What follows belongs to an exercise in optimizing a design on an open flow for small area, a short achievable clock period and few clock cycles per item; a production flow would make more cautious choices. In this exercise RTL edits were held to simulation tests only and were not proved equivalent to the original. No activity file was given, so power comes from the tool's default toggle rates.

==> design.v <==
package sparse_batch_accum_pkg;
  localparam int DATA_W = 8;
  localparam int RES_W  = 32;
  localparam int IDX_W  = 4;
  localparam int BATCH  = 32;
  function automatic int bw(input int v);
    if (v <= 2) begin
      bw = 1;
    end else begin
      bw = $clog2(v);
    end
  endfunction
  typedef enum logic [1:0] {
    ACCUM = 2'd0,
    FLUSH = 2'd1,
    DRAIN = 2'd2
  } state_t;
endpackage
module sparse_ks_add #(
  parameter int W = 16
) (
  input  logic [W-1:0] a,
  input  logic [W-1:0] b,
  output logic [W-1:0] sum,
  output logic         cout
);
  localparam int L = $clog2(W);
  logic [W-1:0] g [L+1];
  logic [W-1:0] p [L+1];
  assign g[0] = a & b;
  assign p[0] = a ^ b;
  for (genvar l = 0; l < L; l++) begin : g_lvl
    for (genvar i = 0; i < W; i++) begin : g_bit
      if (i >= (1 << l)) begin : g_op
        assign g[l+1][i] = g[l][i] | (p[l][i] & g[l][i-(1<<l)]);
        assign p[l+1][i] = p[l][i] & p[l][i-(1<<l)];
      end else begin : g_pass
        assign g[l+1][i] = g[l][i];
        assign p[l+1][i] = p[l][i];
      end
    end
  end
  assign sum  = p[0] ^ {g[L][W-2:0], 1'b0};
  assign cout = g[L][W-1];
endmodule
module sparse_mac_stage #(
  parameter int DATA_W = sparse_batch_accum_pkg::DATA_W,
  parameter int RES_W  = sparse_batch_accum_pkg::RES_W
) (
  input  logic [RES_W-1:0]          acc_rd,
  input  logic                      fwd,
  input  logic                      fwd_flags,
  input  logic [RES_W-2*DATA_W-1:0] prev_hi,
  input  logic                      prev_k,
  input  logic                      prev_s,
  input  logic [RES_W-2*DATA_W-1:0] prev_top,
  input  logic [2*DATA_W-1:0]       prev_lo,
  input  logic                      prev_sat_p,
  input  logic                      prev_sat_n,
  input  logic [2*DATA_W-1:0]       prod,
  output logic [RES_W-2*DATA_W-1:0] res_hi,
  output logic [2*DATA_W-1:0]       res_lo,
  output logic                      res_k,
  output logic                      res_sat_p,
  output logic                      res_sat_n,
  output logic                      ovf
);
  localparam int PW = 2*DATA_W;
  localparam int HW = RES_W - PW;
  localparam logic [HW-1:0] HI_MAX = {1'b0, {(HW-1){1'b1}}};
  localparam logic [HW-1:0] HI_MIN = {1'b1, {(HW-1){1'b0}}};
  logic [PW:0]   u_a, u_b, u_c;
  logic [HW-1:0] hi_a, hi_c;
  logic          ps, sel_a, sel_b, sel_c, fsel_a, fsel_b, fsel_c;
  logic          pend_up, pend_dn, pend_0, top_max, top_min;
  logic          ovf_pa, ovf_na, ovf_pb, ovf_nb, ovf_pc, ovf_nc;
  assign ps = prod[PW-1];
  sparse_ks_add #(.W(PW)) u_add_a (.a(acc_rd[PW-1:0]), .b(prod), .sum(u_a[PW-1:0]), .cout(u_a[PW]));
  assign hi_a   = acc_rd[RES_W-1:PW];
  assign ovf_pa = (hi_a == HI_MAX) & u_a[PW] & ~ps;
  assign ovf_na = (hi_a == HI_MIN) & ~u_a[PW] & ps;
  sparse_ks_add #(.W(PW)) u_add_b (.a(prev_lo), .b(prod), .sum(u_b[PW-1:0]), .cout(u_b[PW]));
  assign pend_up = prev_k & ~prev_s;
  assign pend_dn = prev_s & ~prev_k;
  assign pend_0  = ~(pend_up | pend_dn);
  assign top_max = ((prev_hi == HI_MAX) & pend_0) | ((prev_hi == HI_MAX - 1'b1) & pend_up);
  assign top_min = ((prev_hi == HI_MIN) & pend_0) | ((prev_hi == HI_MIN + 1'b1) & pend_dn);
  assign ovf_pb  = top_max & u_b[PW] & ~ps;
  assign ovf_nb  = top_min & ~u_b[PW] & ps;
  assign u_c    = prev_sat_p ? ({1'b0, {PW{1'b1}}} + {1'b0, prod}) : {1'b0, prod};
  assign hi_c   = prev_sat_p ? HI_MAX : HI_MIN;
  assign ovf_pc = prev_sat_p & u_c[PW] & ~ps;
  assign ovf_nc = prev_sat_n & ~u_c[PW] & ps;
  assign sel_a = ~fwd;
  assign sel_b = fwd & ~(prev_sat_p | prev_sat_n);
  assign sel_c = fwd & (prev_sat_p | prev_sat_n);
  assign fsel_a = ~fwd_flags;
  assign fsel_b = fwd_flags & ~(prev_sat_p | prev_sat_n);
  assign fsel_c = fwd_flags & (prev_sat_p | prev_sat_n);
  always_comb begin
    res_hi    = ({HW{sel_a}} & hi_a) | ({HW{sel_b}} & prev_top) | ({HW{sel_c}} & hi_c);
    res_lo    = ({PW{sel_a}} & u_a[PW-1:0]) | ({PW{sel_b}} & u_b[PW-1:0]) | ({PW{sel_c}} & u_c[PW-1:0]);
    res_k     = (sel_a & u_a[PW]) | (sel_b & u_b[PW]) | (sel_c & u_c[PW]);
    res_sat_p = (fsel_a & ovf_pa) | (fsel_b & ovf_pb) | (fsel_c & ovf_pc);
    res_sat_n = (fsel_a & ovf_na) | (fsel_b & ovf_nb) | (fsel_c & ovf_nc);
    ovf       = res_sat_p | res_sat_n;
  end
endmodule
module sparse_mul_csa (
  input  logic [7:0]  a,
  input  logic [7:0]  b,
  output logic [15:0] row0,
  output logic [15:0] row1
);
  logic s1;
  logic c2;
  logic s3;
  logic c4;
  logic s5;
  logic c6;
  logic s7;
  logic c8;
  logic s9;
  logic c10;
  logic s11;
  logic c12;
  logic s13;
  logic c14;
  logic s15;
  logic c16;
  logic s17;
  logic c18;
  logic s19;
  logic c20;
  logic s21;
  logic c22;
  logic s23;
  logic c24;
  logic s25;
  logic c26;
  logic s27;
  logic c28;
  logic s29;
  logic c30;
  logic s31;
  logic c32;
  logic s33;
  logic c34;
  logic s35;
  logic c36;
  logic s37;
  logic c38;
  logic s39;
  logic c40;
  logic s41;
  logic c42;
  logic s43;
  logic c44;
  logic s45;
  logic c46;
  logic s47;
  logic c48;
  logic s49;
  logic c50;
  logic s51;
  logic c52;
  logic s53;
  logic c54;
  logic s55;
  logic c56;
  logic s57;
  logic c58;
  logic s59;
  logic c60;
  logic s61;
  logic c62;
  logic s63;
  logic c64;
  logic s65;
  logic c66;
  logic s67;
  logic c68;
  logic s69;
  logic c70;
  logic s71;
  logic c72;
  logic s73;
  logic c74;
  logic s75;
  logic c76;
  logic s77;
  logic c78;
  logic s79;
  logic c80;
  logic s81;
  logic c82;
  logic s83;
  logic c84;
  assign s1 = (a[0] & b[6]) ^ (a[1] & b[5]);
  assign c2 = (a[0] & b[6]) & (a[1] & b[5]);
  assign s3 = (~(a[0] & b[7])) ^ (a[1] & b[6]) ^ (a[2] & b[5]);
  assign c4 = ((~(a[0] & b[7])) & (a[1] & b[6])) | ((~(a[0] & b[7])) & (a[2] & b[5])) | ((a[1] & b[6]) & (a[2] & b[5]));
  assign s5 = (a[3] & b[4]) ^ (a[4] & b[3]);
  assign c6 = (a[3] & b[4]) & (a[4] & b[3]);
  assign s7 = (~(a[1] & b[7])) ^ (a[2] & b[6]) ^ (a[3] & b[5]);
  assign c8 = ((~(a[1] & b[7])) & (a[2] & b[6])) | ((~(a[1] & b[7])) & (a[3] & b[5])) | ((a[2] & b[6]) & (a[3] & b[5]));
  assign s9 = (a[4] & b[4]) ^ (a[5] & b[3]) ^ (a[6] & b[2]);
  assign c10 = ((a[4] & b[4]) & (a[5] & b[3])) | ((a[4] & b[4]) & (a[6] & b[2])) | ((a[5] & b[3]) & (a[6] & b[2]));
  assign s11 = (~(a[2] & b[7])) ^ (a[3] & b[6]) ^ (a[4] & b[5]);
  assign c12 = ((~(a[2] & b[7])) & (a[3] & b[6])) | ((~(a[2] & b[7])) & (a[4] & b[5])) | ((a[3] & b[6]) & (a[4] & b[5]));
  assign s13 = (a[0] & b[4]) ^ (a[1] & b[3]);
  assign c14 = (a[0] & b[4]) & (a[1] & b[3]);
  assign s15 = (a[0] & b[5]) ^ (a[1] & b[4]) ^ (a[2] & b[3]);
  assign c16 = ((a[0] & b[5]) & (a[1] & b[4])) | ((a[0] & b[5]) & (a[2] & b[3])) | ((a[1] & b[4]) & (a[2] & b[3]));
  assign s17 = (a[3] & b[2]) ^ (a[4] & b[1]);
  assign c18 = (a[3] & b[2]) & (a[4] & b[1]);
  assign s19 = (a[2] & b[4]) ^ (a[3] & b[3]) ^ (a[4] & b[2]);
  assign c20 = ((a[2] & b[4]) & (a[3] & b[3])) | ((a[2] & b[4]) & (a[4] & b[2])) | ((a[3] & b[3]) & (a[4] & b[2]));
  assign s21 = (a[5] & b[1]) ^ (a[6] & b[0]) ^ s1;
  assign c22 = ((a[5] & b[1]) & (a[6] & b[0])) | ((a[5] & b[1]) & s1) | ((a[6] & b[0]) & s1);
  assign s23 = (a[5] & b[2]) ^ (a[6] & b[1]) ^ (~(a[7] & b[0]));
  assign c24 = ((a[5] & b[2]) & (a[6] & b[1])) | ((a[5] & b[2]) & (~(a[7] & b[0]))) | ((a[6] & b[1]) & (~(a[7] & b[0])));
  assign s25 = s3 ^ s5 ^ c2;
  assign c26 = (s3 & s5) | (s3 & c2) | (s5 & c2);
  assign s27 = (~(a[7] & b[1])) ^ 1'b1 ^ s7;
  assign c28 = ((~(a[7] & b[1])) & 1'b1) | ((~(a[7] & b[1])) & s7) | (1'b1 & s7);
  assign s29 = s9 ^ c4 ^ c6;
  assign c30 = (s9 & c4) | (s9 & c6) | (c4 & c6);
  assign s31 = (a[5] & b[4]) ^ (a[6] & b[3]) ^ (~(a[7] & b[2]));
  assign c32 = ((a[5] & b[4]) & (a[6] & b[3])) | ((a[5] & b[4]) & (~(a[7] & b[2]))) | ((a[6] & b[3]) & (~(a[7] & b[2])));
  assign s33 = s11 ^ c8 ^ c10;
  assign c34 = (s11 & c8) | (s11 & c10) | (c8 & c10);
  assign s35 = (~(a[3] & b[7])) ^ (a[4] & b[6]) ^ (a[5] & b[5]);
  assign c36 = ((~(a[3] & b[7])) & (a[4] & b[6])) | ((~(a[3] & b[7])) & (a[5] & b[5])) | ((a[4] & b[6]) & (a[5] & b[5]));
  assign s37 = (a[6] & b[4]) ^ (~(a[7] & b[3])) ^ c12;
  assign c38 = ((a[6] & b[4]) & (~(a[7] & b[3]))) | ((a[6] & b[4]) & c12) | ((~(a[7] & b[3])) & c12);
  assign s39 = (~(a[4] & b[7])) ^ (a[5] & b[6]) ^ (a[6] & b[5]);
  assign c40 = ((~(a[4] & b[7])) & (a[5] & b[6])) | ((~(a[4] & b[7])) & (a[6] & b[5])) | ((a[5] & b[6]) & (a[6] & b[5]));
  assign s41 = (a[0] & b[3]) ^ (a[1] & b[2]);
  assign c42 = (a[0] & b[3]) & (a[1] & b[2]);
  assign s43 = (a[2] & b[2]) ^ (a[3] & b[1]) ^ (a[4] & b[0]);
  assign c44 = ((a[2] & b[2]) & (a[3] & b[1])) | ((a[2] & b[2]) & (a[4] & b[0])) | ((a[3] & b[1]) & (a[4] & b[0]));
  assign s45 = (a[5] & b[0]) ^ s15 ^ s17;
  assign c46 = ((a[5] & b[0]) & s15) | ((a[5] & b[0]) & s17) | (s15 & s17);
  assign s47 = s19 ^ s21 ^ c16;
  assign c48 = (s19 & s21) | (s19 & c16) | (s21 & c16);
  assign s49 = s23 ^ s25 ^ c20;
  assign c50 = (s23 & s25) | (s23 & c20) | (s25 & c20);
  assign s51 = s27 ^ s29 ^ c24;
  assign c52 = (s27 & s29) | (s27 & c24) | (s29 & c24);
  assign s53 = s31 ^ s33 ^ c28;
  assign c54 = (s31 & s33) | (s31 & c28) | (s33 & c28);
  assign s55 = s35 ^ s37 ^ c32;
  assign c56 = (s35 & s37) | (s35 & c32) | (s37 & c32);
  assign s57 = (~(a[7] & b[4])) ^ s39 ^ c36;
  assign c58 = ((~(a[7] & b[4])) & s39) | ((~(a[7] & b[4])) & c36) | (s39 & c36);
  assign s59 = (~(a[5] & b[7])) ^ (a[6] & b[6]) ^ (~(a[7] & b[5]));
  assign c60 = ((~(a[5] & b[7])) & (a[6] & b[6])) | ((~(a[5] & b[7])) & (~(a[7] & b[5]))) | ((a[6] & b[6]) & (~(a[7] & b[5])));
  assign s61 = (a[0] & b[2]) ^ (a[1] & b[1]);
  assign c62 = (a[0] & b[2]) & (a[1] & b[1]);
  assign s63 = (a[2] & b[1]) ^ (a[3] & b[0]) ^ s41;
  assign c64 = ((a[2] & b[1]) & (a[3] & b[0])) | ((a[2] & b[1]) & s41) | ((a[3] & b[0]) & s41);
  assign s65 = s13 ^ s43 ^ c42;
  assign c66 = (s13 & s43) | (s13 & c42) | (s43 & c42);
  assign s67 = c14 ^ s45 ^ c44;
  assign c68 = (c14 & s45) | (c14 & c44) | (s45 & c44);
  assign s69 = c18 ^ s47 ^ c46;
  assign c70 = (c18 & s47) | (c18 & c46) | (s47 & c46);
  assign s71 = c22 ^ s49 ^ c48;
  assign c72 = (c22 & s49) | (c22 & c48) | (s49 & c48);
  assign s73 = c26 ^ s51 ^ c50;
  assign c74 = (c26 & s51) | (c26 & c50) | (s51 & c50);
  assign s75 = c30 ^ s53 ^ c52;
  assign c76 = (c30 & s53) | (c30 & c52) | (s53 & c52);
  assign s77 = c34 ^ s55 ^ c54;
  assign c78 = (c34 & s55) | (c34 & c54) | (s55 & c54);
  assign s79 = c38 ^ s57 ^ c56;
  assign c80 = (c38 & s57) | (c38 & c56) | (s57 & c56);
  assign s81 = c40 ^ s59 ^ c58;
  assign c82 = (c40 & s59) | (c40 & c58) | (s59 & c58);
  assign s83 = (~(a[6] & b[7])) ^ (~(a[7] & b[6])) ^ c60;
  assign c84 = ((~(a[6] & b[7])) & (~(a[7] & b[6]))) | ((~(a[6] & b[7])) & c60) | ((~(a[7] & b[6])) & c60);
  assign row0[0] = (a[0] & b[0]);
  assign row1[0] = 1'b0;
  assign row0[1] = (a[0] & b[1]);
  assign row1[1] = (a[1] & b[0]);
  assign row0[2] = (a[2] & b[0]);
  assign row1[2] = s61;
  assign row0[3] = s63;
  assign row1[3] = c62;
  assign row0[4] = s65;
  assign row1[4] = c64;
  assign row0[5] = s67;
  assign row1[5] = c66;
  assign row0[6] = s69;
  assign row1[6] = c68;
  assign row0[7] = s71;
  assign row1[7] = c70;
  assign row0[8] = s73;
  assign row1[8] = c72;
  assign row0[9] = s75;
  assign row1[9] = c74;
  assign row0[10] = s77;
  assign row1[10] = c76;
  assign row0[11] = s79;
  assign row1[11] = c78;
  assign row0[12] = s81;
  assign row1[12] = c80;
  assign row0[13] = s83;
  assign row1[13] = c82;
  assign row0[14] = (a[7] & b[7]);
  assign row1[14] = c84;
  assign row0[15] = 1'b1;
  assign row1[15] = 1'b0;
endmodule
module sparse_batch_accum #(
  parameter int DATA_W = sparse_batch_accum_pkg::DATA_W,
  parameter int RES_W  = sparse_batch_accum_pkg::RES_W,
  parameter int IDX_W  = sparse_batch_accum_pkg::IDX_W,
  parameter int BATCH  = sparse_batch_accum_pkg::BATCH
) (
  input  logic              clk,
  input  logic              rst,
  input  logic              in_valid,
  output logic              in_ready,
  input  logic [DATA_W-1:0] in_data,
  input  logic [DATA_W-1:0] in_weight,
  input  logic [IDX_W-1:0]  in_idx,
  input  logic              in_last,
  output logic              out_valid,
  input  logic              out_ready,
  output logic [RES_W-1:0]  out_data,
  output logic [IDX_W-1:0]  out_idx,
  output logic              out_last,
  output logic [sparse_batch_accum_pkg::bw(BATCH+1)-1:0] sample_cnt
  , output logic            sat_flag
);
  localparam int NACC  = 2**IDX_W;
  localparam int CNT_W = sparse_batch_accum_pkg::bw(BATCH+1);
  localparam int PW    = 2*DATA_W;
  localparam int HW    = RES_W - PW;
  typedef enum logic [2:0] {
    ACCUM = 3'd0,
    WAIT1 = 3'd1,
    WAIT2 = 3'd2,
    LOAD1 = 3'd3,
    LOAD2 = 3'd4,
    DRAIN = 3'd5
  } st_t;
  st_t                state, state_nxt;
  logic               accept, handshake, done;
  logic               last_sample;
  logic               i_valid;
  logic [IDX_W-1:0]   i_idx;
  logic [DATA_W-1:0]  i_data, i_weight;
  logic               m_valid;
  logic [IDX_W-1:0]   m_idx, m_idx_nxt;
  logic [PW-1:0]      m_x0, m_x1, fin_x0, fin_x1;
  logic [PW-1:0]      prod;
  logic               prod_cout;
  logic               s1_valid;
  logic [IDX_W-1:0]   s1_idx;
  logic [PW-1:0]      s1_prod;
  logic [RES_W-1:0]   s1_acc;
  logic               s1_fwd;
  logic               s1_load;
  logic               draining, mac_fwd;
  logic               s2_valid;
  logic [IDX_W-1:0]   s2_idx;
  logic [HW-1:0]      s2_hi, s2_top;
  logic [PW-1:0]      s2_lo;
  logic               s2_k, s2_s;
  logic [RES_W-1:0]   s2_res;
  logic               s2_sat_p, s2_sat_n;
  logic [RES_W-1:0]   acc [NACC];
  logic [NACC-1:0]    acc_vld;
  logic [RES_W-1:0]   rd_val;
  logic [HW-1:0]      add_hi;
  logic [PW-1:0]      add_lo;
  logic               add_k, add_sat_p, add_sat_n, add_ovf;
  assign accept    = in_valid & in_ready;
  assign handshake = out_valid & out_ready;
  assign done      = handshake & out_last;
  assign last_sample = (sample_cnt == CNT_W'(BATCH - 1));
  always_comb begin
    state_nxt = state;
    m_idx_nxt = i_idx;
    case (state)
      ACCUM: begin
        if (accept && in_last && last_sample) state_nxt = WAIT1;
      end
      WAIT1: begin
        state_nxt = WAIT2;
      end
      WAIT2: begin
        state_nxt = LOAD1;
        m_idx_nxt = '0;
      end
      LOAD1: begin
        if (s1_valid && (s1_idx == '0)) begin
          m_idx_nxt = '0;
        end else begin
          state_nxt = LOAD2;
          m_idx_nxt = IDX_W'(1);
        end
      end
      LOAD2: begin
        state_nxt = DRAIN;
        m_idx_nxt = IDX_W'(2);
      end
      DRAIN: begin
        m_idx_nxt = handshake ? m_idx + 1'b1 : m_idx;
        if (done) state_nxt = ACCUM;
      end
      default: begin
        state_nxt = ACCUM;
      end
    endcase
  end
  always_ff @(posedge clk or posedge rst) begin
    if (rst) begin
      state      <= ACCUM;
      in_ready   <= 1'b0;
      out_valid  <= 1'b0;
      sample_cnt <= '0;
      i_valid    <= 1'b0;
      m_valid    <= 1'b0;
      s1_valid   <= 1'b0;
      s2_valid   <= 1'b0;
      acc_vld    <= '0;
    end else begin
      state     <= state_nxt;
      in_ready  <= (state_nxt == ACCUM);
      out_valid <= (state_nxt == DRAIN);
      if (done) begin
        sample_cnt <= '0;
      end else if (accept && in_last) begin
        sample_cnt <= sample_cnt + 1'b1;
      end
      i_valid  <= accept;
      m_valid  <= i_valid;
      s1_valid <= m_valid;
      s2_valid <= s1_valid;
      if (done) begin
        acc_vld <= '0;
      end else if (s2_valid) begin
        acc_vld[s2_idx] <= 1'b1;
      end
    end
  end
  always_ff @(posedge clk) begin
    if (state != DRAIN) begin
      out_idx  <= '0;
      out_last <= 1'b0;
    end else if (handshake) begin
      out_idx  <= out_idx + 1'b1;
      out_last <= (out_idx == IDX_W'(NACC - 2));
    end
  end
  always_ff @(posedge clk or posedge rst) begin
    if (rst) begin
      sat_flag <= 1'b0;
    end else if (done) begin
      sat_flag <= 1'b0;
    end else if (s2_valid && (s2_sat_p || s2_sat_n)) begin
      sat_flag <= 1'b1;
    end
  end
  always_ff @(posedge clk) begin
    i_idx    <= in_idx;
    i_data   <= in_data;
    i_weight <= in_weight;
  end
  sparse_mul_csa u_mul (.a(i_data), .b(i_weight), .row0(fin_x0), .row1(fin_x1));
  always_ff @(posedge clk) begin
    m_idx <= m_idx_nxt;
    m_x0  <= fin_x0;
    m_x1  <= fin_x1;
  end
  sparse_ks_add #(.W(PW)) u_cpa (.a(m_x0), .b(m_x1), .sum(prod), .cout(prod_cout));
  always_comb begin
    if (s2_valid && (s2_idx == m_idx)) begin
      rd_val = s2_res;
    end else if (acc_vld[m_idx]) begin
      rd_val = acc[m_idx];
    end else begin
      rd_val = '0;
    end
  end
  assign s1_load = (state != DRAIN) | out_ready;
  always_ff @(posedge clk) begin
    s1_idx  <= m_idx;
    s1_prod <= m_valid ? prod : '0;
    s1_fwd  <= s1_valid & (s1_idx == m_idx);
    if (s1_load) begin
      s1_acc <= rd_val;
    end
  end
  assign draining = (state == DRAIN);
  assign mac_fwd  = draining ? ~out_ready : s1_fwd;
  assign out_data = {s2_hi, s2_lo};
  sparse_mac_stage #(.DATA_W(DATA_W), .RES_W(RES_W)) u_mac (
    .acc_rd(s1_acc), .fwd(mac_fwd), .fwd_flags(s1_fwd), .prev_hi(s2_hi), .prev_k(s2_k),
    .prev_s(s2_s), .prev_top(s2_top), .prev_lo(s2_lo), .prev_sat_p(s2_sat_p),
    .prev_sat_n(s2_sat_n), .prod(s1_prod), .res_hi(add_hi), .res_lo(add_lo), .res_k(add_k),
    .res_sat_p(add_sat_p), .res_sat_n(add_sat_n), .ovf(add_ovf)
  );
  always_ff @(posedge clk) begin
    s2_idx     <= s1_idx;
    s2_hi      <= add_hi;
    s2_lo      <= add_lo;
    s2_k       <= add_k;
    s2_s       <= s1_prod[PW-1];
    s2_sat_p   <= add_sat_p;
    s2_sat_n   <= add_sat_n;
  end
  always_comb begin
    if (s2_k && !s2_s) begin
      s2_top = s2_hi + 1'b1;
    end else if (s2_s && !s2_k) begin
      s2_top = s2_hi - 1'b1;
    end else begin
      s2_top = s2_hi;
    end
  end
  always_comb begin
    if (s2_sat_p) begin
      s2_res = {1'b0, {(RES_W-1){1'b1}}};
    end else if (s2_sat_n) begin
      s2_res = {1'b1, {(RES_W-1){1'b0}}};
    end else begin
      s2_res = {s2_top, s2_lo};
    end
  end
  always_ff @(posedge clk) begin
    if (s2_valid) begin
      acc[s2_idx] <= s2_res;
    end
  end
endmodule
==> flow/run.sh <==
#!/bin/bash
set -euo pipefail
bash standard.sh SETUP_SLACK_MARGIN=5.3 finish > flow_standard.log 2>&1
==> standard.sh <==
#!/bin/bash
# synth_recipe.tcl (not shown) runs the flow's synth.tcl, then flattens the netlist and writes it again
# the make line also repeats each setting of config.mk as NAME=value (left out here)
make -C /OpenROAD-flow-scripts/flow DESIGN_CONFIG=/design/flow/config.mk WORK_HOME=/design/flow/orfs CLKGATE_MAP_FILE= SYNTH_SCRIPT=/design/flow/synth_recipe.tcl "${@:-finish}"
==> config.mk <==
export PLATFORM = sky130hd
export DESIGN_NAME = sparse_batch_accum
export DESIGN_NICKNAME = sparse_batch_accum
export VERILOG_FILES = /design/flow/design.v
export SDC_FILE = /design/flow/constraint.sdc
export NUM_CORES = 4
export LEC_CHECK = 0
export CAP_MARGIN = 20
export CORE_MARGIN = 2
export CORE_UTILIZATION = 50
export CTS_CLUSTER_DIAMETER = 80
export CTS_CLUSTER_SIZE = 25
export SETUP_SLACK_MARGIN = 5
export SLEW_MARGIN = 20
==> constraint.sdc <==
create_clock -name core_clock -period 8.0 [get_ports {clk}]
set_input_delay 1.6000 -clock core_clock [delete_from_list [all_inputs] [get_ports {clk}]]
set_output_delay 1.6000 -clock core_clock [all_outputs]
set_load 0.01 [all_outputs]
==> results of run 1 <==
[cell usage in the layout, fill, tap and decap left out, types with 26 or more instances in the layout]
cell,Yosys,routed
dfrtp_1,32,32
o21ai_0,59,49
xnor2_1,45,45
xor2_1,27,26
dfxtp_1,119,61
edfxtp_1,548,548
dfxtp_4,0,48
mux4_2,165,165
nor2_1,109,96
inv_1,88,80
a21oi_1,68,58
nand2_1,83,78
buf_6,1,35
fa_1,38,37
clkbuf_16,0,39
nand3_1,54,53
and2_1,53,51
o21ai_1,23,31
buf_4,0,113
ha_1,70,68
[flip-flops by register name (all words and copies together), names as in the netlist, 3 cells and up, named ones only]
register / count
m_x1: 14
state: 3
s2_hi: 16
s1_idx: 4
m_x0: 15
s2_lo: 16
i_weight: 8
s2_idx: 4
i_idx: 4
acc_vld: 16
acc: 512
i_data: 8
m_idx: 4
s1_acc: 32
s1_prod: 16
sample_cnt: 6
out_idx: 4
[through the flow]
step	total power (uW)	std cells	setup slack, ns	hold slack (ns)	cell area [um2]
after floorplan	8580	1924	4.92	0.331	30500
after global routing	13500	2880	5.23	0.402	34500
after global placement	10000	2723	3.71	0.342	32100
after CTS	12800	2853	5.20	0.390	34200
final	12900	2880	5.27	0.385	34500
after detailed placement	10100	2723	3.69	0.363	32100
[repair_timing]
action,CTS,global route
gates cloned,3,0
endpoints found under the setup margin,366,141
pin swaps,10,9
resized for setup,349,33
buffers inserted,65,26
[per-layer routing]
metal  wire, um  vias up  share of wire [%]  track usage, %
li1           -     7694                  -               -
met1      33500     9117                 42            35.8
met2      37900      599                 48            41.4
met3       4970      151                6.3            3.45
met4       2740        2                3.5            8.81
met5          9        -              0.011               0
[report_power, final]
group          switching (uW)  total [uW]  internal, uW
sequential                555        5560          5000
combinational            2800        5060          2260
clock                    1220        2250          1040
total                    4570       12900          8300
[area by class of cell]
cell class                 count  area, um2  area share (%)
timing repair buffer         194       1710            4.95
multi-input combinational   1054      10400            30.2
inverter                      88        342           0.989
clock inverter                15        225           0.652
tap                          782        978            2.83
sequential                   699      19800            57.4
clock buffer                  47       1020            2.94
timing repair inverter         1       5.00          0.0145
[how the worst max path moves through the flow]
| stage | slack [ns] | startpoint | end |
|---|---|---|---|
| after detailed placement | 3.69 | out_ready | s2_lo[13] |
| after global placement | 3.71 | out_ready | s2_lo[13] |
| final | 5.27 | s2_lo[0] | out_data[0] |
| after CTS | 5.20 | sample_cnt[4] | sample_cnt[4] |
| after floorplan | 4.92 | out_ready | s2_lo[11] |
| after global routing | 5.23 | sat_flag | sat_flag |
[logic make-up after synthesis]
logic type	share of synthesized area, %
mux	12.9
simple gates	6.84
xor+xnor	2.08
buf+inv	2.23
fa+ha+maj	5.40
compound gates	5.77
flops	64.8
==> flow_summary.ini, run 1 <==
[sta]
rsz0062_at_grt = true
layout_min_cycle_time_ns = 2.73
maxSlewHeadroom_pct = 36.1
setup_viol = 0
fin_worst_skew_ns = 0.0327
timing_worst_slew_pin_value_ns = 0.958
fmax_mhz = 366
tns_ns = 0
period_share_pct = 34.2
hold_violations = 0
slew_viol_final = 0

[layout]
final_core_util_pct = 57.4
antenna_cells = 0
area_delta_synth_final_pct = 13.9
final_nets = 2209
drive_gt1_share_pct = 25.5
n_fill_cell = 4745

[synthesis]
avgSynthCellArea_um2 = 15.7
netlist_area_um2 = 30300
ys_ff_latch = 699
synth_top_area_share_pct = 54.3
synth.distinct_cells = 73
yosysTopAreaCell = edfxtp_1
netlist_top_cells_area = edfxtp_1 (54%), mux4_2 (12%), dfxtp_1 (7.9%)
synth_nets = 2057
syn_inst = 1924
async_flop_share_pct = 4.58
ys_warn_count = 5
yosysMostFrequentCell = edfxtp_1
seq_area_frac_synth_pct = 64.8
ys_top_cells_by_count = edfxtp_1 (548), mux4_2 (165), dfxtp_1 (119)
synth_ff_type = edfxtp_1
synth_edf_count = 548

[drt]
antenna_left = 0
routed_via_density = 6.10
wl_per_cell_um = 27.5
route.detailed.drc = 0
dr.pass1.iters = 5
num_vias = 17600
drt_iter0_markers = 1659
routed_wl_um = 79100

[placement]
io_buffers = 70
place_hpwl_um = 42700
gp_congestion = 0.873

[worst_setup_path]
arrival_ns = 1.13
cp-start-kind = register
r2r_cells = 8
reg2reg_slack_ns = 5.32
slowest_stage = dfxtp_4
worstReg2RegEnd = m_x0[7]
cp_data_required_time_ns = 6.40
reg2reg_from = i_weight[7]
slowest_delay_ns = 0.41
path_depth = 1
cp_top_family = flip-flops
cp.buffers_inverters = 1
end_kind = output port
path_class = reg2out
worstPathCellList = buf_6
worstPathMaxFanout = 3

[power_and_ir_drop]
powerDensity_nw_per_um2 = 373
vdd.ir_drop.worst_uv = 151
leakage_uw = 0.0119

[global_route]
grt_pass1_wl_um = 117000
antenna_found_initial = 1
grt_remaining_overflow = 0
grt_use_total_pct = 25.5
grt_max_degree = 63
grt_pass1_vias = 17700

[job]
drv_cap = 0

[floorplan]
num_rows = 90
design.die.area_um2 = 62600
die_h_um = 250
ioPinCount = 71
die_w_um = 250
core_area_um2 = 60100
initial_core_util_pct = 50.4

[outcome]
status = no timing/DRC/antenna violations

[clock_network]
htree_num_levels = 2
cts_root_buf = clkbuf_16
clock_sinks = 699
hold_buffers = 0
clock_path_buffers = 3
cts_tree = done
cts_buffers = 38
clk_pin_slew_worst_paths_ns = 0.10
clk_latency_ns = 0.61

[hold_path]
min_from = i_valid
min_path_cells = 0
hold_class = reg2reg
min_to = m_valid
Testbench counts, summed over its fixed seeds: cycles 5,290, items 4,650.
==> inputs of run 2 (changes only) <==
--- a/config.mk
+++ b/config.mk
@@ -8,5 +8,5 @@
 export CAP_MARGIN = 20
 export CORE_MARGIN = 2
-export CORE_UTILIZATION = 50
+export CORE_UTILIZATION = 60
 export CTS_CLUSTER_DIAMETER = 80
 export CTS_CLUSTER_SIZE = 25
==> flow_summary.ini, run 2 <==
[sta]
rsz0062_at_grt = true
fmax_mhz = 365
maxSlewHeadroom_pct = 41.0
timing_worst_slew_pin_value_ns = 0.885
tns_ns = 0
setup_slack_ns = 5.26
fin_worst_skew_ns = 0.0273
hold_violations = 0
slew_viol_final = 0
layout_min_cycle_time_ns = 2.74
setup_viol = 0
period_share_pct = 34.3

[floorplan]
die_h_um = 229
ioPinCount = 71
core_area_um2 = 50000
num_rows = 82
die_w_um = 229
design.die.area_um2 = 52300
initial_core_util_pct = 60.6

[layout]
largest_reg_flops = 512
antenna_cells = 0
area_delta_synth_final_pct = 13.0
drive_gt1_share_pct = 25.6
final_nets = 2207
final_common_cell = edfxtp_1
n_fill_cell = 3433
final_cells = 2765
largest-register = acc
layout_common_cells = edfxtp_1 (548), mux4_2 (166), buf_4 (111)
largestRegisters = acc (512), s1_acc (32)

[synthesis]
seq_area_frac_synth_pct = 64.8
yosysTopAreaCell = edfxtp_1
async_flop_share_pct = 4.58
yosysMostFrequentCell = edfxtp_1
ys_ff_latch = 699
ys_top_cells_by_count = edfxtp_1 (548), mux4_2 (165), dfxtp_1 (119)
synth.area.mux_share_pct = 12.9
synth_top_family_by_area = multiplexers
ys_warn_count = 5
synthAdderAreaFrac_pct = 5.40
synth_top_area_share_pct = 54.3
avgSynthCellArea_um2 = 15.7
netlist_area_um2 = 30300
synth_compound_area_share_pct = 5.77
synth_xor_area_share_pct = 2.08
synth.distinct_cells = 73
netlist_top_cells_area = edfxtp_1 (54%), mux4_2 (12%), dfxtp_1 (7.9%)
synth_edf_count = 548
syn_inst = 1924
synth_nets = 2057
synthSimpleGateAreaFrac_pct = 6.84
synth_ff_type = edfxtp_1

[worst_setup_path]
end_kind = output port
path_class = reg2out
slowest_stage = dfrtp_1
worstPathMaxFanout = 2
slowest_delay_ns = 0.41
worstPathCellList = buf_2
cp-start-kind = register
cp_data_required_time_ns = 6.40
cp.buffers_inverters = 1
reg2reg_slack_ns = 5.32
arrival_ns = 1.14
cp_top_family = flip-flops

[clock_network]
cts_root_buf = clkbuf_16
clk_pin_slew_worst_paths_ns = 0.09
cts_buffers = 36
cts_tree = done
htree_num_levels = 2
clock_path_buffers = 3
clock_sinks = 699
clk_latency_ns = 0.60

[power_and_ir_drop]
clkPwrFrac_pct = 16.0
powerDensity_nw_per_um2 = 369
vdd.ir_drop.worst_uv = 187
combPwrFrac_pct = 40.1
internal_power_uw = 8140
p_sw_share_pct = 35.5
leakage_uw = 0.0118
power.total_uw = 12600
pwr-share-seq_pct = 43.9
power_switching_uw = 4480

[drt]
routed_wl_um = 74400
wl_per_cell_um = 26.9
route.detailed.drc = 0
routed_via_density = 6.35
num_vias = 17500
antenna_left = 0
dr.pass1.iters = 9
drt_iter0_markers = 1727

[placement]
dp_cells = 2611
place_ws_ns = 3.73
place_hpwl_um = 41300
io_buffers = 70
gp_congestion = 0.900

[outcome]
status = no timing/DRC/antenna violations

[global_route]
antenna_found_initial = 0
grt_remaining_overflow = 0
grt_pass1_vias = 17400
grt_max_degree = 65
grt_use_total_pct = 29.1
grt_pass1_wl_um = 112000

[job]
drv_cap = 0

[hold_path]
hold_class = reg2reg
-- run 2: cell counts after synthesis --
No cell type changed its count.
-- run 2: logic make-up after synthesis --
logic type | Yosys count
flops | 699
simple gates | 412
compound gates | 278
mux | 182
buf+inv | 173
fa+ha+maj | 108
xor+xnor | 72
-- run 2: layer usage --
layer  part of all wire [%]  wire length (um)  track usage (%)  vias up
met5                      0                 0                0        -
met4                    2.5              1830             7.92        0
met3                    7.3              5420             4.68      100
met2                     50             37400             48.6      678
met1                     40             29700             40.5     9080
li1                       -                 -                -     7687
-- run 2: worst paths after layout --
check / endpoint / start / cells after the start
max reg2reg: m_x0[7] / i_weight[7] / 8
max in group asynchronous: acc_vld[13] / rst / 3
min: m_valid / i_valid / 0
min reg2reg: m_valid / i_valid / 0
max: sample_cnt[0] / sample_cnt[0] / 1
min in group asynchronous: state[0] / rst / 3
-- run 2: area by class of cell --
| type | count | area [um2] | share of cell area (%) |
|---|---|---|---|
| clock inverter | 9 | 129 | 0.376 |
| inverter | 88 | 342 | 0.997 |
| timing repair buffer | 193 | 1730 | 5.05 |
| tap | 672 | 841 | 2.46 |
| clock buffer | 48 | 946 | 2.76 |
| sequential | 699 | 19800 | 57.9 |
| timing repair inverter | 2 | 15.0 | 0.0438 |
| multi-input combinational | 1054 | 10400 | 30.4 |
-- run 2: power by group through the flow --
| stage | combinational [uW] | sequential, uW | clock (uW) |
|---|---|---|---|
| after floorplan | 3260 | 5310 | 0 |
| after global placement | 4350 | 5670 | 0 |
| after detailed placement | 4420 | 5680 | 0 |
| after CTS | 4960 | 5540 | 2070 |
| after global routing | 5490 | 5590 | 2190 |
| final | 5070 | 5540 | 2020 |
-- run 2: metrics by stage --
| step | utilization, % | hold slack, ns | cell area, um2 |
|---|---|---|---|
| after global routing | 68.5 | 0.388 | 34200 |
| final | 68.5 | 0.363 | 34200 |
| after CTS | 67.9 | 0.373 | 33900 |
| after detailed placement | 64.0 | 0.341 | 32000 |
| after global placement | 64.0 | 0.342 | 32000 |
| after floorplan | - | 0.331 | 30500 |
-- run 2: timing repair --
item | in CTS | in global routing
setup buffers | 72 | 19
setup endpoints to repair | 378 | 225
pin swaps | 10 | 22
gates resized for setup | 338 | 51
hold buffers | 0 | 0
gates cloned | 5 | 1
==> inputs of run 3 (changes only) <==
--- a/config.mk
+++ b/config.mk
@@ -8,7 +8,7 @@
 export CAP_MARGIN = 20
 export CORE_MARGIN = 2
-export CORE_UTILIZATION = 60
-export CTS_CLUSTER_DIAMETER = 80
-export CTS_CLUSTER_SIZE = 25
+export CORE_UTILIZATION = 55
+export CTS_CLUSTER_DIAMETER = 70
+export CTS_CLUSTER_SIZE = 20
 export SETUP_SLACK_MARGIN = 5
 export SLEW_MARGIN = 20
==> flow_summary.ini, run 3 <==
[outcome]
status = no timing/DRC/antenna violations

[sta]
layout_min_cycle_time_ns = 2.73
setup_viol = 0
fmax_mhz = 366
period_share_pct = 34.2
rsz0062_at_grt = true
hold_violations = 0
holdWs_ns = 0.356
maxSlewHeadroom_pct = 35.8
fin_worst_skew_ns = 0.0226
tns_ns = 0
slew_viol_final = 0
timing_worst_slew_pin_value_ns = 0.962

[floorplan]
initial_core_util_pct = 55.3
die_w_um = 239
die_h_um = 239
core_area_um2 = 54800
design.die.area_um2 = 57000
num_rows = 86
ioPinCount = 71

[worst_setup_path]
worstPathCellList = buf_2
arrival_ns = 1.13
slowest_delay_ns = 0.40
cp-start-kind = register
worstPathMaxFanout = 3
slowest_stage = dfrtp_1
cp_top_family = flip-flops
cp_data_required_time_ns = 6.40
end_kind = output port
path_class = reg2out
cp.buffers_inverters = 1

[power_and_ir_drop]
internal_power_uw = 8380
clkPwrFrac_pct = 17.8
power_switching_uw = 4590
vdd.ir_drop.worst_uv = 243
combPwrFrac_pct = 39.7
leakage_uw = 0.0120
powerDensity_nw_per_um2 = 375
pwr-share-seq_pct = 42.5
p_sw_share_pct = 35.4

[drt]
routed_wl_um = 76300
routed_via_density = 6.18
route.detailed.drc = 0
wl_per_cell_um = 27.0
antenna_left = 0
dr.pass1.iters = 5
num_vias = 17400
drt_iter0_markers = 1565

[global_route]
grt_max_degree = 63
grt_pass1_vias = 17300
grt.busiest_layer = met2
met3_usage_pct = 3.38
grt.met1_usage_pct = 37.1
grt_use_total_pct = 26.9
met2_usage_pct = 44.8
grt_remaining_overflow = 0
grt_pass1_wl_um = 111000
antenna_found_initial = 0

[layout]
final_common_cell = edfxtp_1
final_nets = 2225
area_delta_synth_final_pct = 14.2
largest_reg_flops = 512
drive_gt1_share_pct = 25.9
layout_common_cells = edfxtp_1 (548), mux4_2 (166), buf_4 (118)
largest-register = acc
regArea_um2 = 19800
multi_input_area_um2 = 10400
n_fill_cell = 3984
largestRegisters = acc (512), s1_acc (32)
antenna_cells = 0

[clock_network]
clk_latency_ns = 0.60
cts_buffers = 45
clk_pin_slew_worst_paths_ns = 0.07
htree_num_levels = 2
clock_sinks = 699
cts_root_buf = clkbuf_16
cts_tree = done
hold_buffers = 0
clock_path_buffers = 3

[synthesis]
synth_edf_count = 548
ys_warn_count = 5
synth_ff_type = edfxtp_1
yosysMostFrequentCell = edfxtp_1
synth_nets = 2057
syn_inst = 1924
synth.distinct_cells = 73
avgSynthCellArea_um2 = 15.7
synth_top_area_share_pct = 54.3
seq_area_frac_synth_pct = 64.8
ys_top_cells_by_count = edfxtp_1 (548), mux4_2 (165), dfxtp_1 (119)
yosysTopAreaCell = edfxtp_1
ys_ff_latch = 699
async_flop_share_pct = 4.58
netlist_area_um2 = 30300
netlist_top_cells_area = edfxtp_1 (54%), mux4_2 (12%), dfxtp_1 (7.9%)

[job]
drv_cap = 0

[placement]
place_hpwl_um = 41700
io_buffers = 70
gp_congestion = 0.889

[hold_path]
hold_class = reg2reg
[run 3: cell counts after synthesis]
No cell type changed its count.
[run 3: logic make-up after synthesis]
| group | count (synthesis) | synth area share, % |
|---|---|---|
| and+or+nand+nor | 412 | 6.84 |
| xor gates and xnor gates | 72 | 2.08 |
| buffers and inverters | 173 | 2.23 |
| DFF | 699 | 64.8 |
| AOI/OAI and AO/OA | 278 | 5.77 |
| muxes | 182 | 12.9 |
| adders and majority gates | 108 | 5.40 |
[run 3: metrics by stage]
stage | power [uW] | instances | cell area (um2) | util [%] | worst slack (ns)
finish | 13000 | 2823 | 34600 | 63.2 | 5.27
global route | 13600 | 2823 | 34600 | 63.2 | 5.22
CTS | 12800 | 2793 | 34200 | 62.5 | 5.21
detailed placement | 10100 | 2644 | 32000 | 58.4 | 3.66
global placement | 10000 | 2644 | 32000 | 58.4 | 3.69
floorplan | 8580 | 1924 | 30500 | - | 4.92
[run 3: path summary, 6_finish.rpt]
path | start | to | slack (ns) | cells past startpoint
worst max register to register | s1_acc[0] | s2_sat_p | 5.31 | 9
worst min register to register | i_valid | m_valid | 0.36 | 0
max in group asynchronous | rst | s2_valid | 6.28 | 3
min in group asynchronous | rst | in_ready | 1.39 | 3
worst max-delay path | sample_cnt[0] | sample_cnt[0] | 5.27 | 1
worst min-delay path | i_valid | m_valid | 0.36 | 0
[run 3: metal layers]
layer / vias up / wire, um
met5: - / 0
met4: 0 / 2610
met3: 128 / 3910
met2: 532 / 37800
met1: 9048 / 32000
li1: 7736 / -
[run 3: final cells by class]
cell class | count | area share, %
sequential | 699 | 57.3
multi-input combinational | 1055 | 30.1
timing repair buffer | 203 | 5.18
clock buffer | 59 | 3.53
tap | 704 | 2.55
inverter | 88 | 0.977
clock inverter | 15 | 0.351
[run 3: worst register-to-register path: cells and delay by family, from the launching register on]
family / cells / cell delay (ns)
AO/OA/AOI/OAI: 6 / 1.19
adder cells (fa/ha/maj): 2 / 0.72
buffers and inverters: 1 / 0.17
flip-flops: 1 / 0.49
[run 3: power groups by stage]
stage / logic [uW] / clock network (uW) / registers (uW)
floorplan: 3260 / 0 / 5310
global placement: 4390 / 0 / 5660
detailed placement: 4460 / 0 / 5660
CTS: 4950 / 2360 / 5510
global route: 5570 / 2480 / 5560
finish: 5150 / 2300 / 5520
[run 3: timing repair]
item                                    4_1_cts  5_1_grt
gates cloned                                  2        2
pin swaps                                     9       18
endpoints found under the setup margin      278      136
gates resized for setup                     342       30
buffers inserted                             73       28
==> inputs of run 4 (changes only) <==
==> flow/run.sh (replaced) <==
#!/bin/bash
set -euo pipefail
bash standard.sh SETUP_SLACK_MARGIN=5.4 finish > flow_standard.log 2>&1
--- a/config.mk
+++ b/config.mk
@@ -9,6 +9,6 @@
 export CORE_MARGIN = 2
 export CORE_UTILIZATION = 55
-export CTS_CLUSTER_DIAMETER = 70
-export CTS_CLUSTER_SIZE = 20
+export CTS_CLUSTER_DIAMETER = 80
+export CTS_CLUSTER_SIZE = 25
 export SETUP_SLACK_MARGIN = 5
 export SLEW_MARGIN = 20
==> flow_summary.ini, run 4 <==
[outcome]
status = no timing/DRC/antenna violations

[global_route]
grt_pass1_vias = 17400
grt_remaining_overflow = 0
grt_pass1_wl_um = 114000
grt_use_total_pct = 27.7
grt_max_degree = 63
antenna_found_initial = 2

[worst_setup_path]
cp_data_required_time_ns = 6.40
cp_top_family = flip-flops
arrival_ns = 1.15
path_depth = 1
end_kind = output port
worstPathCellList = buf_2
crit_start = sample_cnt[1]
worstReg2RegEnd = m_x0[7]
cp-start-kind = register
slowest_delay_ns = 0.41
slowest_stage = dfrtp_1
reg2reg_slack_ns = 5.30
path_class = reg2out
worstPathMaxFanout = 2
crit_end = sample_cnt[1]
r2r_cells = 8
cp.buffers_inverters = 1
reg2reg_from = i_weight[7]

[sta]
hold_violations = 0
period_share_pct = 34.4
layout_min_cycle_time_ns = 2.75
slew_viol_final = 0
timing_worst_slew_pin_value_ns = 0.904
fin_worst_skew_ns = 0.0300
setup_viol = 0
rsz0062_at_grt = true
fmax_mhz = 364
setup_slack_ns = 5.25
maxSlewHeadroom_pct = 39.7
tns_ns = 0

[power_and_ir_drop]
leakage_uw = 0.0120
powerDensity_nw_per_um2 = 374
pwr-share-seq_pct = 42.5
combPwrFrac_pct = 41.0
vdd.ir_drop.worst_uv = 326
p_sw_share_pct = 35.9
internal_power_uw = 8310
clkPwrFrac_pct = 16.4
power_switching_uw = 4650

[synthesis]
ys_ff_latch = 699
synth_ff_type = edfxtp_1
synth_nets = 2057
synthSimpleGateAreaFrac_pct = 6.84
yosysTopAreaCell = edfxtp_1
async_flop_share_pct = 4.58
seq_area_frac_synth_pct = 64.8
synth_edf_count = 548
synth_top_family_by_area = multiplexers
synth_top_area_share_pct = 54.3
ys_top_cells_by_count = edfxtp_1 (548), mux4_2 (165), dfxtp_1 (119)
yosysMostFrequentCell = edfxtp_1
synth.area.mux_share_pct = 12.9
synth.distinct_cells = 73
avgSynthCellArea_um2 = 15.7
netlist_top_cells_area = edfxtp_1 (54%), mux4_2 (12%), dfxtp_1 (7.9%)
synth_xor_area_share_pct = 2.08
synth_compound_area_share_pct = 5.77
synthAdderAreaFrac_pct = 5.40
netlist_area_um2 = 30300
ys_warn_count = 5
syn_inst = 1924

[drt]
drt_iter0_markers = 1668
routed_via_density = 6.26
num_vias = 17600
route.detailed.drc = 0
dr.pass1.iters = 6
antenna_left = 0
wl_per_cell_um = 28.0
routed_wl_um = 78500

[placement]
gp_congestion = 0.897
place_ws_ns = 3.80
io_buffers = 70
place_hpwl_um = 42300

[layout]
largest-register = acc
area_delta_synth_final_pct = 14.3
n_fill_cell = 4012
largestRegisters = acc (512), s1_acc (32)
drive_gt1_share_pct = 26.3
layout_common_cells = edfxtp_1 (548), mux4_2 (166), buf_4 (111)
antenna_cells = 0
final_common_cell = edfxtp_1
largest_reg_flops = 512
final_nets = 2215

[floorplan]
design.die.area_um2 = 57000
ioPinCount = 71
die_w_um = 239
die_h_um = 239
num_rows = 86
initial_core_util_pct = 55.3
core_area_um2 = 54800

[job]
drv_cap = 0

[clock_network]
clock_path_buffers = 3
clk_pin_slew_worst_paths_ns = 0.09
cts_tree = done
cts_buffers = 37
htree_num_levels = 2
clk_latency_ns = 0.60
cts_root_buf = clkbuf_16
clock_sinks = 699

[hold_path]
hold_class = reg2reg
## run 4: cell counts after synthesis
Identical to the previous run, type by type.
## run 4: cell families (layout without fill, tap and decap cells)
| group | Yosys count | in the layout |
|---|---|---|
| simple gates | 412 | 413 |
| fa+ha+maj | 108 | 108 |
| flops | 699 | 699 |
| buf+inv | 173 | 351 |
| mux | 182 | 183 |
| compound gates | 278 | 278 |
| xor+xnor | 72 | 72 |
## run 4: worst reg2reg max path, stage by stage (launching register included)
cell,delay (ns)
dfxtp_4,0.36
and2_4,0.16
fa_1,0.53
inv_1,0.05
fa_1,0.49
inv_2,0.04
fa_1,0.47
inv_1,0.05
fa_2,0.50
## run 4: cell type report
class,count,area (um2),area share [%]
clock buffer,48,1010,2.91
inverter,88,338,0.975
timing repair buffer,200,1910,5.50
sequential,699,19800,57.3
multi-input combinational,1054,10500,30.3
clock inverter,13,153,0.441
tap,704,881,2.54
timing repair inverter,2,15.0,0.0433
## run 4: how the worst min path moves through the flow
stage                     cells past startpoint  endpoint    start
after global placement                        0   m_valid  i_valid
after detailed placement                      0   m_valid  i_valid
final                                         0   m_valid  i_valid
after CTS                                     0   m_valid  i_valid
after floorplan                               0   m_valid  i_valid
after global routing                          0   m_valid  i_valid
## run 4: stage by stage
stage	power, uW	hold slack [ns]	instance area, um2	std cells	utilization, %
floorplan	8580	0.331	30500	1924	-
global placement	10100	0.337	32000	2643	58.4
detailed placement	10100	0.350	32000	2643	58.4
CTS	12800	0.369	34300	2791	62.6
global route	13600	0.375	34600	2808	63.2
finish	13000	0.363	34600	2808	63.2
## run 4: layer usage
layer  share of wire [%]  up-vias  track usage [%]
li1                    -     7721                -
met1                  41     9181             38.2
met2                  49      555             46.1
met3                 5.8      132             3.19
met4                 3.5        0             9.77
met5                   0        -                0
## run 4: timing repair
item / in CTS / in global routing
buffers inserted: 82 / 14
gates cloned: 5 / 3
hold buffers: 0 / 0
endpoints found under the setup margin: 505 / 257
gates resized for setup: 355 / 43
pin swaps: 11 / 21
## run 4: power groups by stage
| stage | logic, uW | clock network, uW | registers (uW) |
|---|---|---|---|
| finish | 5320 | 2130 | 5520 |
| global placement | 4400 | 0 | 5670 |
| global route | 5710 | 2290 | 5550 |
| detailed placement | 4460 | 0 | 5680 |
| CTS | 5160 | 2180 | 5510 |
| floorplan | 3270 | 0 | 5310 |
==> inputs of run 5 (changes only) <==
--- a/design.v
+++ b/design.v
@@ -421,7 +421,4 @@
     if (rst) begin
       state      <= ACCUM;
-      in_ready   <= 1'b0;
-      out_valid  <= 1'b0;
-      sample_cnt <= '0;
       i_valid    <= 1'b0;
       m_valid    <= 1'b0;
@@ -431,11 +428,4 @@
     end else begin
       state     <= state_nxt;
-      in_ready  <= (state_nxt == ACCUM);
-      out_valid <= (state_nxt == DRAIN);
-      if (done) begin
-        sample_cnt <= '0;
-      end else if (accept && in_last) begin
-        sample_cnt <= sample_cnt + 1'b1;
-      end
       i_valid  <= accept;
       m_valid  <= i_valid;
@@ -450,4 +440,19 @@
   end
   always_ff @(posedge clk) begin
+    if (rst) begin
+      in_ready   <= 1'b0;
+      out_valid  <= 1'b0;
+      sample_cnt <= '0;
+    end else begin
+      in_ready  <= (state_nxt == ACCUM);
+      out_valid <= (state_nxt == DRAIN);
+      if (done) begin
+        sample_cnt <= '0;
+      end else if (accept && in_last) begin
+        sample_cnt <= sample_cnt + 1'b1;
+      end
+    end
+  end
+  always_ff @(posedge clk) begin
     if (state != DRAIN) begin
       out_idx  <= '0;
@@ -458,5 +463,5 @@
     end
   end
-  always_ff @(posedge clk or posedge rst) begin
+  always_ff @(posedge clk) begin
     if (rst) begin
       sat_flag <= 1'b0;
==> flow_summary.ini, run 5 <==
[drt]
route.detailed.drc = 0
routed_wl_um = 74000
routed_via_density = 6.15
dr.pass1.iters = 5
num_vias = 17200
wl_per_cell_um = 26.4
antenna_left = 0
drt_iter0_markers = 1795

[layout]
final_core_util_pct = 64.1
antenna_cells = 0
largest-register = acc
layout_common_cells = edfxtp_1 (548), mux4_2 (165), buf_4 (122)
largest_reg_flops = 512
area_delta_synth_final_pct = 14.9
largestRegisters = acc (512), s1_acc (32)
final_nets = 2217
drive_gt1_share_pct = 28.6
final_common_cell = edfxtp_1

[power_and_ir_drop]
vdd.ir_drop.worst_uv = 175
powerDensity_nw_per_um2 = 244
leakage_uw = 0.0122

[clock_network]
clk_pin_slew_worst_paths_ns = 0.10
hold_buffers = 0
clock_path_buffers = 3
clk_latency_ns = 0.59
cts_buffers = 35
cts_tree = done
htree_num_levels = 2
clock_sinks = 699
cts_root_buf = clkbuf_16

[sta]
tns_ns = 0
setup_viol = 0
timing_worst_slew_pin_value_ns = 0.894
slew_viol_final = 0
hold_violations = 0
fin_worst_skew_ns = 0.0248
fmax_mhz = 367
layout_min_cycle_time_ns = 2.72
rsz0062_at_grt = true
period_share_pct = 34.0
maxSlewHeadroom_pct = 40.3

[synthesis]
synth_nets = 2047
seq_area_frac_synth_pct = 65.0
netlist_area_um2 = 30100
synth_edf_count = 548
synth_top_area_share_pct = 54.6
synth.distinct_cells = 70
ys_warn_count = 5
synth_compound_area_share_pct = 5.73
yosysTopAreaCell = edfxtp_1
synth_ff_type = edfxtp_1
synth.area.mux_share_pct = 12.7
netlist_top_cells_area = edfxtp_1 (55%), mux4_2 (12%), dfxtp_1 (8.5%)
ys_ff_latch = 699
synth_top_family_by_area = multiplexers
synth_xor_area_share_pct = 2.01
synthSimpleGateAreaFrac_pct = 6.88
avgSynthCellArea_um2 = 15.7
async_flop_share_pct = 3.29
ys_top_cells_by_count = edfxtp_1 (548), mux4_2 (165), dfxtp_1 (128)
synthAdderAreaFrac_pct = 5.43
syn_inst = 1914
yosysMostFrequentCell = edfxtp_1

[global_route]
grt_pass1_vias = 17400
antenna_found_initial = 0
grt_pass1_wl_um = 110000
grt_max_degree = 64
grt_use_total_pct = 26.5
grt_remaining_overflow = 0

[floorplan]
die_h_um = 238
die_w_um = 238
design.die.area_um2 = 56700
num_rows = 85
core_area_um2 = 54000
ioPinCount = 71
initial_core_util_pct = 55.8

[placement]
place_hpwl_um = 42500
io_buffers = 70
gp_congestion = 0.886

[worst_setup_path]
cp-start-kind = register
crit_top_cell = buf_12
arrival_ns = 3.06
slowest_stage = mux4_4
worstPathCellList = buf_12 -> mux4_2 -> mux4_4 -> buf_12 -> and3_4 -> a41o_1
cp_data_required_time_ns = 8.34
path_class = reg2reg
worstPathMaxFanout = 8
reg2reg_slack_ns = 5.28
slowest_delay_ns = 0.73
end_kind = register

[job]
drv_cap = 0

[hold_path]
hold_class = reg2reg

[outcome]
status = no timing/DRC/antenna violations
[run 5: cell types whose count changed after synthesis, moves of 7 or more]
cell      delta
dfrtp_1      -9
nand2b_1    -12
a21oi_1     +29
o21ai_0     +11
nor4_1       -8
xnor2_1      -7
nor3_1      +11
o21ai_1     -22
dfxtp_1      +9
[run 5: logic make-up after synthesis]
| group | after synthesis |
|---|---|
| AOI/OAI and AO/OA | 283 |
| xor gates and xnor gates | 69 |
| adders and majority gates | 108 |
| buffers and inverters | 171 |
| DFF | 699 |
| muxes | 176 |
| and+or+nand+nor | 408 |
[run 5: where the power goes]
part | switching [uW] | internal, uW
sequential | 171 | 4370
combinational | 1120 | 809
clock | 1150 | 849
total | 2440 | 6020
[run 5: what timing repair did]
action	4_1_cts	5_1_grt
pin swaps	15	17
buffers inserted	93	21
cloned	3	2
endpoints found under the setup margin	404	195
endpoints found under the hold margin	0	0
gates resized for setup	411	78
[run 5: worst max-delay path: cells and delay by family, from the launching register on]
kind,cells,cell delay (ns)
flip-flops,1,0.46
buffers and inverters,2,0.35
multiplexers,2,1.26
AO/OA/AOI/OAI,1,0.25
AND/OR/NAND/NOR,1,0.17
[run 5: layout make-up]
type                    count  area [um2]
fillers                  3972       19400
repair buffers            212        2070
flip-flops and latches    699       19800
multi-input cells        1046       10500
clock inverters             9        86.3
clock buffers              48         935
well taps                 696         871
inverters                  90         344
[run 5: routing by layer]
layer / global-route usage [%] / up-vias / share of wire (%)
li1: - / 7676 / -
met1: 36.0 / 8965 / 41
met2: 45.9 / 479 / 51
met3: 3.29 / 94 / 5.0
met4: 6.69 / 0 / 2.9
met5: 0 / - / 0
[run 5: stage by stage]
stage	worst slack, ns	cell area (um2)	hold WS [ns]	cells	power, uW
4_1_cts	5.22	34100	0.361	2777	8430
2_1_floorplan	5.23	30300	0.331	1914	5650
5_1_grt	5.24	34600	0.374	2800	8840
6_report	5.28	34600	0.359	2800	8460
3_5_place_dp	3.91	31800	0.342	2624	6250
3_3_place_gp	3.95	31800	0.335	2624	6210
[run 5: path summary, 6_finish.rpt]
kind                               end      from  cells past startpoint
setup reg to reg            s1_acc[31]  m_idx[0]                      6
hold / removal                 m_valid   i_valid                      0
min in group asynchronous     state[0]       rst                      2
setup / recovery            s1_acc[31]  m_idx[0]                      6
max in group asynchronous  acc_vld[15]       rst                      2
hold reg to reg                m_valid   i_valid                      0
Testbench counts of run 5, summed over its fixed seeds: cycles 5,290, items 4,650.
==> inputs of run 6 (changes only) <==
--- a/design.v
+++ b/design.v
@@ -421,4 +421,7 @@
     if (rst) begin
       state      <= ACCUM;
+      in_ready   <= 1'b0;
+      out_valid  <= 1'b0;
+      sample_cnt <= '0;
       i_valid    <= 1'b0;
       m_valid    <= 1'b0;
@@ -428,4 +431,11 @@
     end else begin
       state     <= state_nxt;
+      in_ready  <= (state_nxt == ACCUM);
+      out_valid <= (state_nxt == DRAIN);
+      if (done) begin
+        sample_cnt <= '0;
+      end else if (accept && in_last) begin
+        sample_cnt <= sample_cnt + 1'b1;
+      end
       i_valid  <= accept;
       m_valid  <= i_valid;
@@ -440,19 +450,4 @@
   end
   always_ff @(posedge clk) begin
-    if (rst) begin
-      in_ready   <= 1'b0;
-      out_valid  <= 1'b0;
-      sample_cnt <= '0;
-    end else begin
-      in_ready  <= (state_nxt == ACCUM);
-      out_valid <= (state_nxt == DRAIN);
-      if (done) begin
-        sample_cnt <= '0;
-      end else if (accept && in_last) begin
-        sample_cnt <= sample_cnt + 1'b1;
-      end
-    end
-  end
-  always_ff @(posedge clk) begin
     if (state != DRAIN) begin
       out_idx  <= '0;
@@ -463,10 +458,10 @@
     end
   end
-  always_ff @(posedge clk) begin
+  always_ff @(posedge clk or posedge rst) begin
     if (rst) begin
       sat_flag <= 1'b0;
     end else if (done) begin
       sat_flag <= 1'b0;
-    end else if (s2_valid && (s2_sat_p || s2_sat_n)) begin
+    end else if (s1_valid && add_ovf) begin
       sat_flag <= 1'b1;
     end
==> flow_summary.ini, run 6 <==
[sta]
layout_min_cycle_time_ns = 2.83
fin_worst_skew_ns = 0.0322
timing_worst_slew_pin_value_ns = 0.912
hold_violations = 0
maxSlewHeadroom_pct = 39.2
setup_viol = 0
period_share_pct = 35.3
tns_ns = 0
fmax_mhz = 354
rsz0062_at_grt = true
slew_viol_final = 0

[synthesis]
netlist_top_cells_area = edfxtp_1 (54%), mux4_2 (12%), dfxtp_1 (7.9%)
synth.distinct_cells = 68
synth_edf_count = 548
seq_area_frac_synth_pct = 65.0
async_flop_share_pct = 4.58
ys_warn_count = 5
syn_inst = 1910
ys_ff_latch = 699
ys_top_cells_by_count = edfxtp_1 (548), mux4_2 (165), nor2_1 (144)
synth_ff_type = edfxtp_1
yosysTopAreaCell = edfxtp_1
yosysMostFrequentCell = edfxtp_1
netlist_area_um2 = 30200
avgSynthCellArea_um2 = 15.8
synth_top_area_share_pct = 54.4
synth_nets = 2043

[clock_network]
cts_tree = done
cts_buffers = 36
clock_sinks = 699
clock_path_buffers = 3
clk_pin_slew_worst_paths_ns = 0.10
clk_latency_ns = 0.59
cts_root_buf = clkbuf_16
htree_num_levels = 2
hold_buffers = 0

[layout]
largestRegisters = acc (512), s1_acc (32)
final_common_cell = edfxtp_1
antenna_cells = 0
layout_common_cells = edfxtp_1 (548), mux4_2 (165), nor2_1 (131)
drive_gt1_share_pct = 27.0
largest-register = acc
stdcell_area_um2 = 34500
final_nets = 2194
final_core_util_pct = 63.7
area_delta_synth_final_pct = 14.0
largest_reg_flops = 512

[outcome]
status = no timing/DRC/antenna violations

[power_and_ir_drop]
clkPwrFrac_pct = 16.5
combPwrFrac_pct = 39.8
internal_power_uw = 8110
power_switching_uw = 4320
pwr-share-seq_pct = 43.7
powerDensity_nw_per_um2 = 361
p_sw_share_pct = 34.7
leakage_uw = 0.0121
vdd.ir_drop.worst_uv = 209

[worst_setup_path]
path_class = reg2reg
arrival_ns = 3.30
reg2reg_from = s1_acc[0]
worstPathMaxFanout = 2
crit_start = s1_acc[0]
cp_data_required_time_ns = 8.47
cp-start-kind = register
r2r_cells = 11
end_kind = register

[drt]
wl_per_cell_um = 27.5
routed_wl_um = 76500
dr.pass1.iters = 5
drt_iter0_markers = 1579
route.detailed.drc = 0
num_vias = 17300
routed_via_density = 6.23
antenna_left = 0

[hold_path]
min_path_cells = 0
min_from = i_valid
hold_class = reg2reg

[floorplan]
initial_core_util_pct = 55.9
num_rows = 85
ioPinCount = 71
die_h_um = 238
die_w_um = 238
core_area_um2 = 54100
design.die.area_um2 = 56900

[placement]
placed_area_um2 = 31800
gp_congestion = 0.874
place_hpwl_um = 41700
io_buffers = 70

[global_route]
grt_use_total_pct = 27.3
antenna_found_initial = 4
grt_remaining_overflow = 0
grt_max_degree = 67
grt_pass1_wl_um = 112000
grt_pass1_vias = 17400

[job]
drv_cap = 0
-- run 6: cell count changes after synthesis, sizes merged, moves of 28 or more --
cell,delta
a21oi,-57
nor2,+39
a21o,+33
o21ai,-32
nand2,+29
inv,-28
-- run 6: cells by family (layout without fill, tap and decap cells) --
logic type	after synthesis	count (layout)	synth area share [%]
AOI/OAI and AO/OA	232	232	5.17
and+or+nand+nor	479	482	7.66
xor gates and xnor gates	68	68	1.97
buffers and inverters	148	315	2.16
muxes	176	177	12.7
DFF	699	699	65.0
adders and majority gates	108	108	5.41
-- run 6: worst paths after layout --
kind                       slack (ns)             to
min reg2reg                      0.36        m_valid
min                              0.36        m_valid
max                              5.17       sat_flag
max reg2reg                      5.17       sat_flag
max in group asynchronous        6.26       sat_flag
min in group asynchronous        1.40  sample_cnt[5]
-- run 6: cell type report --
type	instances	area (um2)
multi-input cells	1067	10600
clock buffers	50	985
repair buffers	195	1830
fillers	3934	19700
inverters	62	233
clock inverters	8	87.6
flip-flops and latches	699	19800
well taps	696	871
-- run 6: critical path, cell delays in order (launching register included) --
cell	delay, ns
edfxtp_1	0.46
ha_2	0.23
inv_2	0.04
fa_2	0.37
nor2b_4	0.14
o31a_1	0.20
o2111ai_4	0.15
o22ai_2	0.15
o21a_1	0.18
nor2_4	0.04
a2111o_1	0.51
o21a_1	0.23
-- run 6: per-stage QoR --
step | instances | total power, uW | setup slack (ns) | hold WS [ns]
floorplan | 1910 | 8370 | 5.13 | 0.331
global placement | 2617 | 9740 | 4.16 | 0.331
detailed placement | 2617 | 9820 | 4.06 | 0.339
CTS | 2763 | 12400 | 5.11 | 0.361
global route | 2777 | 13000 | 5.04 | 0.365
finish | 2777 | 12400 | 5.17 | 0.360
-- run 6: power by group through the flow --
stage	Combinational, uW	Sequential, uW	Clock (uW)
finish	4950	5430	2050
global route	5350	5480	2210
CTS	4860	5430	2090
detailed placement	4230	5600	0
global placement	4150	5590	0
floorplan	3130	5240	0
-- run 6: timing repair --
item                                    CTS  global route
setup buffers                            83            13
gates cloned                              5             1
endpoints found under the setup margin  280           128
gates resized for setup                 363            57
pin swaps                                31            21
-- run 6: layer usage --
layer / track usage (%) / vias up / routed length (um)
met5: 0 / - / 0
met4: 7.80 / 0 / 2230
met3: 2.94 / 102 / 4830
met2: 45.6 / 648 / 38000
met1: 38.5 / 8946 / 31400
li1: - / 7611 / -
Testbench counts of run 6, summed over its fixed seeds: cycles 5,290, items 4,650.

## re-timing with driven ports
Ports are ideal in the flow. The routed layouts listed here were re-timed in OpenROAD.
Step 1 (the two cells are an assumption about what drives the block):
set clk [get_ports {clk}]
set_driving_cell -lib_cell sky130_fd_sc_hd__clkbuf_16 $clk
set_driving_cell -lib_cell sky130_fd_sc_hd__buf_2 [delete_from_list [all_inputs] $clk]
Step 2 adds t to the input delays and takes it off the output delays; t is the mean of the earliest and latest rising clock arrival at the registers after step 1. Input paths then give back, and output paths get back, about the clock's delay inside the block.
Three values: ideal ports, drivers, drivers and shift; two values: the first two.
run | shift t [ns] | setup WS [ns] | latest minus earliest clock arrival (ns)
run 1 | 0.650 | 5.265 / 5.205 / 4.832 | 0.034 / 0.034
run 2 | 0.647 | 5.259 / 5.196 / 4.774 | 0.027 / 0.027
run 3 | 0.650 | 5.267 / 5.205 / 4.737 | 0.026 / 0.026
run 4 | 0.645 | 5.251 / 5.191 / 4.895 | 0.031 / 0.031
run 5 | 0.641 | 5.277 / 5.265 / 4.837 | 0.025 / 0.025
run 6 | 0.641 | 5.173 / 5.125 / 4.890 | 0.034 / 0.034
After both steps setup and hold are still met in every run listed. For run 3, which loses most, drivers alone change the setup slack by -0.062 ns; drivers and shift together by -0.530 ns.
